Background: an optimization exercise with open tools, aiming at small area, a short achievable clock period and few clock cycles per item. Do not read the settings as production practice.
RTL that was checked went through simulation tests only; none was proved equivalent to the original.
Power figures rest on the tool's default switching activity, not on a simulated workload.

==> 12-02: inputs <==
==> flow/design.v <==
package bfsa_pkg;
   localparam int unsigned POOL_BYTES      = 16777216;
   localparam int unsigned MAX_SLICE_BYTES = 1048576;
   localparam int unsigned TABLE_SLOTS     = 64;
   localparam int unsigned ALIGN_BYTES     = 8;
   localparam int unsigned SLOT_W   = $clog2(TABLE_SLOTS);
   localparam int unsigned START_W  = 24;
   localparam int unsigned LEN_W    = 21;
   localparam int unsigned GAP_W    = 25;
   localparam int unsigned REQ_W    = 25;
   localparam int unsigned STATUS_W = 3;
   localparam int unsigned REQ_DATA_W = 56;
   localparam int unsigned RSP_DATA_W = 48;
   typedef logic [SLOT_W-1:0]  slot_type;
   typedef logic [START_W-1:0] start_type;
   typedef logic [LEN_W-1:0]   len_type;
   typedef logic [GAP_W-1:0]   gap_type;
   typedef enum logic [STATUS_W-1:0] {
      ST_OK       = 3'd0,
      ST_SIZE     = 3'd1,
      ST_NOFIT    = 3'd2,
      ST_NOTALLOC = 3'd3,
      ST_FULL     = 3'd4
   } status_type;
   typedef enum logic {
      FUNC_ALLOC = 1'b0,
      FUNC_FREE  = 1'b1
   } func_type;
   typedef struct packed {
      logic      valid;
      slot_type  slot;
      start_type start;
      len_type   length;
      gap_type   gap;
   } entry_type;
   typedef struct packed {
      logic      wr_full;
      logic      wr_gap;
      logic      clr;
      slot_type  slot;
      start_type start;
      len_type   length;
      gap_type   gap;
   } tbl_wr_type;
   typedef struct packed {
      logic      best_found;
      logic      best_root;
      slot_type  best_slot;
      gap_type   best_gap;
      gap_type   best_pos;
      logic      free_found;
      slot_type  free_slot;
      logic      hit_found;
      slot_type  hit_slot;
      len_type   hit_len;
      gap_type   hit_gap;
      logic      pred_found;
      slot_type  pred_slot;
      start_type pred_start;
      gap_type   pred_gap;
   } scan_res_type;
endpackage
module bfsa_tbl (
   input  logic       clock,
   input  logic       reset,
   input  bfsa_pkg::slot_type   rd_slot,
   input  bfsa_pkg::tbl_wr_type wr,
   output bfsa_pkg::entry_type  rd_entry
);
   logic [bfsa_pkg::TABLE_SLOTS-1:0] valid_ff;
   logic [bfsa_pkg::TABLE_SLOTS-1:0] valid_in;
   bfsa_pkg::start_type start_mem [bfsa_pkg::TABLE_SLOTS];
   bfsa_pkg::len_type   len_mem   [bfsa_pkg::TABLE_SLOTS];
   bfsa_pkg::gap_type   gap_mem   [bfsa_pkg::TABLE_SLOTS];
   bfsa_pkg::entry_type rd_ff;
   always_comb begin
      valid_in = valid_ff;
      if (wr.wr_full) begin
         valid_in[wr.slot] = 1'b1;
      end
      if (wr.clr) begin
         valid_in[wr.slot] = 1'b0;
      end
   end
   always_ff @(posedge clock) begin
      if (reset) begin
         valid_ff <= '0;
      end else begin
         valid_ff <= valid_in;
      end
   end
   always_ff @(posedge clock) begin
      if (wr.wr_full) begin
         start_mem[wr.slot] <= wr.start;
         len_mem[wr.slot]   <= wr.length;
      end
      if (wr.wr_full || wr.wr_gap) begin
         gap_mem[wr.slot] <= wr.gap;
      end
      rd_ff.valid  <= valid_ff[rd_slot];
      rd_ff.slot   <= rd_slot;
      rd_ff.start  <= start_mem[rd_slot];
      rd_ff.length <= len_mem[rd_slot];
      rd_ff.gap    <= gap_mem[rd_slot];
   end
   assign rd_entry = rd_ff;
endmodule
module bfsa_scan (
   input  logic         clock,
   input  logic         clear,
   input  logic         eval,
   input  bfsa_pkg::len_type      size,
   input  bfsa_pkg::start_type    offset,
   input  bfsa_pkg::gap_type      root_gap,
   input  bfsa_pkg::entry_type    entry,
   output bfsa_pkg::scan_res_type res
);
   bfsa_pkg::scan_res_type res_ff;
   bfsa_pkg::scan_res_type res_in;
   bfsa_pkg::gap_type      pos;
   logic         fits;
   logic         better;
   always_comb begin
      pos    = {1'b0, entry.start} + bfsa_pkg::GAP_W'(entry.length);
      fits   = entry.gap >= bfsa_pkg::GAP_W'(size);
      better = !res_ff.best_found || (entry.gap < res_ff.best_gap) ||
               ((entry.gap == res_ff.best_gap) && (pos < res_ff.best_pos));
      res_in = res_ff;
      if (clear) begin
         res_in = '0;
         if (root_gap >= bfsa_pkg::GAP_W'(size)) begin
            res_in.best_found = 1'b1;
            res_in.best_root  = 1'b1;
            res_in.best_gap   = root_gap;
         end
      end else if (eval) begin
         if (!entry.valid) begin
            if (!res_ff.free_found) begin
               res_in.free_found = 1'b1;
               res_in.free_slot  = entry.slot;
            end
         end else begin
            if (fits && better) begin
               res_in.best_found = 1'b1;
               res_in.best_root  = 1'b0;
               res_in.best_slot  = entry.slot;
               res_in.best_gap   = entry.gap;
               res_in.best_pos   = pos;
            end
            if (!res_ff.hit_found && (entry.start == offset)) begin
               res_in.hit_found = 1'b1;
               res_in.hit_slot  = entry.slot;
               res_in.hit_len   = entry.length;
               res_in.hit_gap   = entry.gap;
            end
            if ((entry.start < offset) &&
                (!res_ff.pred_found || (entry.start > res_ff.pred_start))) begin
               res_in.pred_found = 1'b1;
               res_in.pred_slot  = entry.slot;
               res_in.pred_start = entry.start;
               res_in.pred_gap   = entry.gap;
            end
         end
      end
   end
   always_ff @(posedge clock) begin
      res_ff <= res_in;
   end
   assign res = res_ff;
endmodule
module best_fit_slice_allocator (
   input  logic                  clock,
   input  logic                  reset,
   input  logic                  req_tvalid,
   output logic                  req_tready,
   input  logic [bfsa_pkg::REQ_DATA_W-1:0] req_tdata,   
   input  logic                  req_tuser,   
   output logic                  rsp_tvalid,
   input  logic                  rsp_tready,
   output logic [bfsa_pkg::RSP_DATA_W-1:0] rsp_tdata,   
   output logic [bfsa_pkg::STATUS_W-1:0]   rsp_tuser    
);
   typedef enum logic [2:0] {
      S_IDLE, S_SCAN, S_DRAIN, S_DECIDE, S_UPD1, S_UPD2, S_REPLY
   } state_type;
   state_type    state_ff, state_in;
   bfsa_pkg::slot_type     cnt_ff, cnt_in;
   logic         eval_ff, eval_in;
   bfsa_pkg::func_type     func_ff, func_in;
   bfsa_pkg::len_type      size_ff, size_in;
   bfsa_pkg::start_type    off_ff, off_in;
   bfsa_pkg::gap_type      root_gap_ff, root_gap_in;
   bfsa_pkg::status_type   res_status_ff, res_status_in;
   bfsa_pkg::start_type    res_off_ff, res_off_in;
   bfsa_pkg::len_type      res_grant_ff, res_grant_in;
   logic         rsp_valid_ff, rsp_valid_in;
   bfsa_pkg::status_type   rsp_status_ff, rsp_status_in;
   bfsa_pkg::start_type    rsp_off_ff, rsp_off_in;
   bfsa_pkg::len_type      rsp_grant_ff, rsp_grant_in;
   logic         accept;
   logic         scan_clear;
   logic [bfsa_pkg::REQ_W:0] rounded;
   logic         size_bad;
   bfsa_pkg::tbl_wr_type   wr;
   bfsa_pkg::entry_type    rd_entry;
   bfsa_pkg::scan_res_type res;
   bfsa_tbl u_tbl (
      .clock    (clock),
      .reset    (reset),
      .rd_slot  (cnt_ff),
      .wr       (wr),
      .rd_entry (rd_entry)
   );
   bfsa_scan u_scan (
      .clock    (clock),
      .clear    (scan_clear),
      .eval     (eval_ff),
      .size     (size_ff),
      .offset   (off_ff),
      .root_gap (root_gap_ff),
      .entry    (rd_entry),
      .res      (res)
   );
   assign req_tready = (state_ff == S_IDLE);
   assign accept     = req_tvalid && req_tready;
   assign scan_clear = (state_ff == S_IDLE) || ((state_ff == S_SCAN) && (cnt_ff == '0));
   localparam logic [bfsa_pkg::REQ_W:0] ALIGN_M1  = bfsa_pkg::ALIGN_BYTES - 1;
   localparam logic [bfsa_pkg::REQ_W:0] MAX_SLICE = bfsa_pkg::MAX_SLICE_BYTES;
   assign rounded    = ({1'b0, req_tdata[bfsa_pkg::REQ_W-1:0]} + ALIGN_M1) & ~ALIGN_M1;
   assign size_bad   = (rounded == '0) || (rounded > MAX_SLICE);
   always_comb begin
      state_in      = state_ff;
      cnt_in        = cnt_ff;
      eval_in       = (state_ff == S_SCAN);
      func_in       = func_ff;
      size_in       = size_ff;
      off_in        = off_ff;
      root_gap_in   = root_gap_ff;
      res_status_in = res_status_ff;
      res_off_in    = res_off_ff;
      res_grant_in  = res_grant_ff;
      rsp_valid_in  = rsp_valid_ff && !rsp_tready;
      rsp_status_in = rsp_status_ff;
      rsp_off_in    = rsp_off_ff;
      rsp_grant_in  = rsp_grant_ff;
      wr            = '0;
      case (state_ff)
         S_IDLE: begin
            cnt_in = '0;
            if (accept) begin
               func_in      = bfsa_pkg::func_type'(req_tuser);
               size_in      = rounded[bfsa_pkg::LEN_W-1:0];
               off_in       = req_tdata[bfsa_pkg::REQ_W +: bfsa_pkg::START_W];
               res_status_in = bfsa_pkg::ST_OK;
               res_off_in   = '0;
               res_grant_in = '0;
               if ((bfsa_pkg::func_type'(req_tuser) == bfsa_pkg::FUNC_ALLOC) && size_bad) begin
                  res_status_in = bfsa_pkg::ST_SIZE;
                  state_in      = S_REPLY;
               end else begin
                  state_in = S_SCAN;
               end
            end
         end
         S_SCAN: begin
            cnt_in = cnt_ff + 1'b1;
            if (cnt_ff == bfsa_pkg::slot_type'(bfsa_pkg::TABLE_SLOTS - 1)) begin
               state_in = S_DRAIN;
            end
         end
         S_DRAIN: begin
            state_in = S_DECIDE;
         end
         S_DECIDE: begin
            state_in = S_UPD1;
            if (func_ff == bfsa_pkg::FUNC_ALLOC) begin
               if (!res.best_found) begin
                  res_status_in = bfsa_pkg::ST_NOFIT;
                  state_in      = S_REPLY;
               end else if (!res.free_found) begin
                  res_status_in = bfsa_pkg::ST_FULL;
                  state_in      = S_REPLY;
               end else begin
                  res_off_in   = res.best_pos[bfsa_pkg::START_W-1:0];
                  res_grant_in = size_ff;
               end
            end else begin
               if (!res.hit_found) begin
                  res_status_in = bfsa_pkg::ST_NOTALLOC;
                  state_in      = S_REPLY;
               end else begin
                  res_grant_in = res.hit_len;
               end
            end
         end
         S_UPD1: begin
            state_in = S_UPD2;
            if (func_ff == bfsa_pkg::FUNC_ALLOC) begin
               wr.wr_full = 1'b1;
               wr.slot    = res.free_slot;
               wr.start   = res.best_pos[bfsa_pkg::START_W-1:0];
               wr.length  = size_ff;
               wr.gap     = res.best_gap - bfsa_pkg::GAP_W'(size_ff);
            end else begin
               wr.clr  = 1'b1;
               wr.slot = res.hit_slot;
            end
         end
         S_UPD2: begin
            state_in = S_REPLY;
            if (func_ff == bfsa_pkg::FUNC_ALLOC) begin
               if (res.best_root) begin
                  root_gap_in = '0;
               end else begin
                  wr.wr_gap = 1'b1;
                  wr.slot   = res.best_slot;
                  wr.gap    = '0;
               end
            end else begin
               if (res.pred_found) begin
                  wr.wr_gap = 1'b1;
                  wr.slot   = res.pred_slot;
                  wr.gap    = res.pred_gap + bfsa_pkg::GAP_W'(res.hit_len) + res.hit_gap;
               end else begin
                  root_gap_in = root_gap_ff + bfsa_pkg::GAP_W'(res.hit_len) + res.hit_gap;
               end
            end
         end
         S_REPLY: begin
            if (!rsp_valid_ff || rsp_tready) begin
               rsp_valid_in  = 1'b1;
               rsp_status_in = res_status_ff;
               rsp_off_in    = res_off_ff;
               rsp_grant_in  = res_grant_ff;
               state_in      = S_IDLE;
            end
         end
         default: begin
            state_in = S_IDLE;
         end
      endcase
   end
   always_ff @(posedge clock) begin
      if (reset) begin
         state_ff     <= S_IDLE;
         cnt_ff       <= '0;
         eval_ff      <= 1'b0;
         root_gap_ff  <= bfsa_pkg::GAP_W'(bfsa_pkg::POOL_BYTES);
         rsp_valid_ff <= 1'b0;
      end else begin
         state_ff     <= state_in;
         cnt_ff       <= cnt_in;
         eval_ff      <= eval_in;
         root_gap_ff  <= root_gap_in;
         rsp_valid_ff <= rsp_valid_in;
      end
      func_ff       <= func_in;
      size_ff       <= size_in;
      off_ff        <= off_in;
      res_status_ff <= res_status_in;
      res_off_ff    <= res_off_in;
      res_grant_ff  <= res_grant_in;
      rsp_status_ff <= rsp_status_in;
      rsp_off_ff    <= rsp_off_in;
      rsp_grant_ff  <= rsp_grant_in;
   end
   assign rsp_tvalid = rsp_valid_ff;
   assign rsp_tuser  = rsp_status_ff;
   assign rsp_tdata  = bfsa_pkg::RSP_DATA_W'({rsp_grant_ff, rsp_off_ff});
endmodule
==> flow/run.sh <==
#!/bin/bash
# synth_recipe.tcl (not shown) runs the flow's synth.tcl, then flattens the netlist and writes it again
# the make line also repeats each setting of config.mk as NAME=value (left out here)
make -C /OpenROAD-flow-scripts/flow DESIGN_CONFIG=/design/flow/config.mk WORK_HOME=/design/flow/orfs CLKGATE_MAP_FILE= SYNTH_SCRIPT=/design/flow/synth_recipe.tcl finish
==> flow/config.mk <==
export PLATFORM = sky130hd
export DESIGN_NAME = best_fit_slice_allocator
export DESIGN_NICKNAME = best_fit_slice_allocator
export VERILOG_FILES = /design/flow/design.v
export SDC_FILE = /design/flow/constraint.sdc
export NUM_CORES = 4
export LEC_CHECK = 0
export CAP_MARGIN = 20
export CORE_MARGIN = 2
export CORE_UTILIZATION = 45
export PLACE_DENSITY = 0.6
export SLEW_MARGIN = 20
==> flow/constraint.sdc <==
create_clock -name core_clock -period 5.5 [get_ports {clock}]
set_input_delay 1.1000 -clock core_clock [delete_from_list [all_inputs] [get_ports {clock}]]
set_output_delay 1.1000 -clock core_clock [all_outputs]
set_load 0.01 [all_outputs]
==> 07-24 (differences from 12-02) <==
--- a/flow/design.v
+++ b/flow/design.v
@@ -65,7 +65,8 @@
    input  logic       reset,
    input  bfsa_pkg::slot_type   rd_slot,
    input  bfsa_pkg::tbl_wr_type wr,
-   output bfsa_pkg::entry_type  rd_entry
+   output bfsa_pkg::entry_type  rd_entry,
+   output logic [bfsa_pkg::TABLE_SLOTS-1:0] valid_o
 );
    logic [bfsa_pkg::TABLE_SLOTS-1:0] valid_ff;
    logic [bfsa_pkg::TABLE_SLOTS-1:0] valid_in;
@@ -104,6 +105,7 @@
       rd_ff.gap    <= gap_mem[rd_slot];
    end
    assign rd_entry = rd_ff;
+   assign valid_o  = valid_ff;
 endmodule
 module bfsa_scan (
    input  logic         clock,
@@ -185,6 +187,9 @@
    } state_type;
    state_type    state_ff, state_in;
    bfsa_pkg::slot_type     cnt_ff, cnt_in;
+   bfsa_pkg::slot_type     last_ff, last_in;
+   bfsa_pkg::slot_type     last_slot;
+   logic [bfsa_pkg::TABLE_SLOTS-1:0] valid_v;
    logic         eval_ff, eval_in;
    bfsa_pkg::func_type     func_ff, func_in;
    bfsa_pkg::len_type      size_ff, size_in;
@@ -209,8 +214,16 @@
       .reset    (reset),
       .rd_slot  (cnt_ff),
       .wr       (wr),
-      .rd_entry (rd_entry)
+      .rd_entry (rd_entry),
+      .valid_o  (valid_v)
    );
+   always_comb begin
+      last_slot = '0;
+      for (int j = 0; j < bfsa_pkg::TABLE_SLOTS - 1; j++) begin
+         if (valid_v[j]) last_slot = bfsa_pkg::slot_type'(j + 1);
+      end
+      if (valid_v[bfsa_pkg::TABLE_SLOTS-1]) last_slot = bfsa_pkg::slot_type'(bfsa_pkg::TABLE_SLOTS - 1);
+   end
    bfsa_scan u_scan (
       .clock    (clock),
       .clear    (scan_clear),
@@ -231,6 +244,7 @@
    always_comb begin
       state_in      = state_ff;
       cnt_in        = cnt_ff;
+      last_in       = last_ff;
       eval_in       = (state_ff == S_SCAN);
       func_in       = func_ff;
       size_in       = size_ff;
@@ -247,6 +261,7 @@
       case (state_ff)
          S_IDLE: begin
             cnt_in = '0;
+            last_in = last_slot;
             if (accept) begin
                func_in      = bfsa_pkg::func_type'(req_tuser);
                size_in      = rounded[bfsa_pkg::LEN_W-1:0];
@@ -264,7 +279,7 @@
          end
          S_SCAN: begin
             cnt_in = cnt_ff + 1'b1;
-            if (cnt_ff == bfsa_pkg::slot_type'(bfsa_pkg::TABLE_SLOTS - 1)) begin
+            if (cnt_ff == last_ff) begin
                state_in = S_DRAIN;
             end
          end
@@ -355,6 +370,7 @@
          rsp_valid_ff <= rsp_valid_in;
       end
       func_ff       <= func_in;
+      last_ff       <= last_in;
       size_ff       <= size_in;
       off_ff        <= off_in;
       res_status_ff <= res_status_in;
--- a/flow/config.mk
+++ b/flow/config.mk
@@ -7,6 +7,6 @@
 export LEC_CHECK = 0
 export CAP_MARGIN = 20
 export CORE_MARGIN = 2
-export CORE_UTILIZATION = 45
-export PLACE_DENSITY = 0.6
+export CORE_UTILIZATION = 55
+export PLACE_DENSITY = 0.7
 export SLEW_MARGIN = 20
==> 11-21 (differences from 12-02) <==
--- a/flow/design.v
+++ b/flow/design.v
@@ -65,7 +65,8 @@
    input  logic       reset,
    input  bfsa_pkg::slot_type   rd_slot,
    input  bfsa_pkg::tbl_wr_type wr,
-   output bfsa_pkg::entry_type  rd_entry
+   output bfsa_pkg::entry_type  rd_entry,
+   output logic [bfsa_pkg::TABLE_SLOTS-1:0] valid_o
 );
    logic [bfsa_pkg::TABLE_SLOTS-1:0] valid_ff;
    logic [bfsa_pkg::TABLE_SLOTS-1:0] valid_in;
@@ -104,6 +105,7 @@
       rd_ff.gap    <= gap_mem[rd_slot];
    end
    assign rd_entry = rd_ff;
+   assign valid_o  = valid_ff;
 endmodule
 module bfsa_scan (
    input  logic         clock,
@@ -185,6 +187,9 @@
    } state_type;
    state_type    state_ff, state_in;
    bfsa_pkg::slot_type     cnt_ff, cnt_in;
+   bfsa_pkg::slot_type     last_ff, last_in;
+   bfsa_pkg::slot_type     last_slot;
+   logic [bfsa_pkg::TABLE_SLOTS-1:0] valid_v;
    logic         eval_ff, eval_in;
    bfsa_pkg::func_type     func_ff, func_in;
    bfsa_pkg::len_type      size_ff, size_in;
@@ -209,8 +214,16 @@
       .reset    (reset),
       .rd_slot  (cnt_ff),
       .wr       (wr),
-      .rd_entry (rd_entry)
+      .rd_entry (rd_entry),
+      .valid_o  (valid_v)
    );
+   always_comb begin
+      last_slot = '0;
+      for (int j = 0; j < bfsa_pkg::TABLE_SLOTS - 1; j++) begin
+         if (valid_v[j]) last_slot = bfsa_pkg::slot_type'(j + 1);
+      end
+      if (valid_v[bfsa_pkg::TABLE_SLOTS-1]) last_slot = bfsa_pkg::slot_type'(bfsa_pkg::TABLE_SLOTS - 1);
+   end
    bfsa_scan u_scan (
       .clock    (clock),
       .clear    (scan_clear),
@@ -231,6 +244,7 @@
    always_comb begin
       state_in      = state_ff;
       cnt_in        = cnt_ff;
+      last_in       = last_ff;
       eval_in       = (state_ff == S_SCAN);
       func_in       = func_ff;
       size_in       = size_ff;
@@ -247,6 +261,7 @@
       case (state_ff)
          S_IDLE: begin
             cnt_in = '0;
+            last_in = last_slot;
             if (accept) begin
                func_in      = bfsa_pkg::func_type'(req_tuser);
                size_in      = rounded[bfsa_pkg::LEN_W-1:0];
@@ -264,7 +279,7 @@
          end
          S_SCAN: begin
             cnt_in = cnt_ff + 1'b1;
-            if (cnt_ff == bfsa_pkg::slot_type'(bfsa_pkg::TABLE_SLOTS - 1)) begin
+            if (cnt_ff == last_ff) begin
                state_in = S_DRAIN;
             end
          end
@@ -355,6 +370,7 @@
          rsp_valid_ff <= rsp_valid_in;
       end
       func_ff       <= func_in;
+      last_ff       <= last_in;
       size_ff       <= size_in;
       off_ff        <= off_in;
       res_status_ff <= res_status_in;
==> comparison table <==
|  | 11-21 | 07-24 | 12-02 |
|---|---|---|---|
| First-pass GRT wire length | 749,000 um | 737,000 um | 756,000 um |
| Worst setup slack before clock tree synthesis | 94.6 ps | -245 ps | 552 ps |
| Number of instances in the placed design | 14,700 | 13,700 | 14,600 |
| Outcome | no timing/DRC/antenna violations | no timing/DRC/antenna violations | no timing/DRC/antenna violations |
| R2R cell count | 20 | 19 | 21 |
| CP max FO | 27 | 27 | 61 |
| Number of well-tap cells placed | 5,520 | 4,557 | 5,497 |
| Slowest Stage Delay on Critical Path | 470 ps | 530 ps | 520 ps |
| Area fraction in compound gates after synthesis | 2.69% | 2.69% | 2.72% |
| Transition at the pin with the smallest max-transition slack | 1150 ps | 1180 ps | 1220 ps |
| Number of enable flip-flop cells after synthesis | 4,454 | 4,454 | 4,448 |
| Sequential cell area share | 64.5% | 65.0% | 64.3% |
| Net switching power figure | 0.0197 W | 0.0191 W | 0.0214 W |
| Chip height | 652 um | 590 um | 652 um |
| HPWL reported at the end of detailed placement | 321,000 um | 304,000 um | 315,000 um |
| Summed area of non-filler cells in the final layout | 0.217 mm2 | 0.216 mm2 | 0.218 mm2 |
| Multi-input combinational cell area | 0.0482 mm2 | 0.0482 mm2 | 0.0481 mm2 |
Testbench counts of 07-24, summed over its fixed seeds: cycles 227,636, items 4,800.
Testbench counts of 11-21, summed over its fixed seeds: cycles 227,636, items 4,800.
No functional check of the RTL was part of 12-02.

[re-timing with driven ports]
The results above use ideal ports. As a check the final layouts listed here were re-extracted and re-timed, cells and wires unchanged.
Step 1, drivers: a clkbuf_16 drives clock and a buf_2 each remaining input, both assumed.
Step 2, shift: input delay + t, output delay - t, t = (earliest + latest rising clock arrival at the registers) / 2. This alone moves slack from input paths to output paths.
Three values: ideal ports, drivers, drivers and shift; two values: the first two.
run | shift t [ns] | setup slack, ns | worst setup path at the end | clock arrival spread, ns | slew at the worst register clock pin (ns)
12-02 | 1.112 | 0.477 / 0.477 / 0.477 | register to register | 0.086 / 0.086 | 0.07 / 0.07
07-24 | 1.075 | 0.271 / 0.271 / 0.271 | register to register | 0.086 / 0.085 | 0.07 / 0.07
11-21 | 1.119 | 0.185 / 0.185 / 0.185 | register to register | 0.128 / 0.127 | 0.07 / 0.07
After both steps every run listed still meets setup and hold.
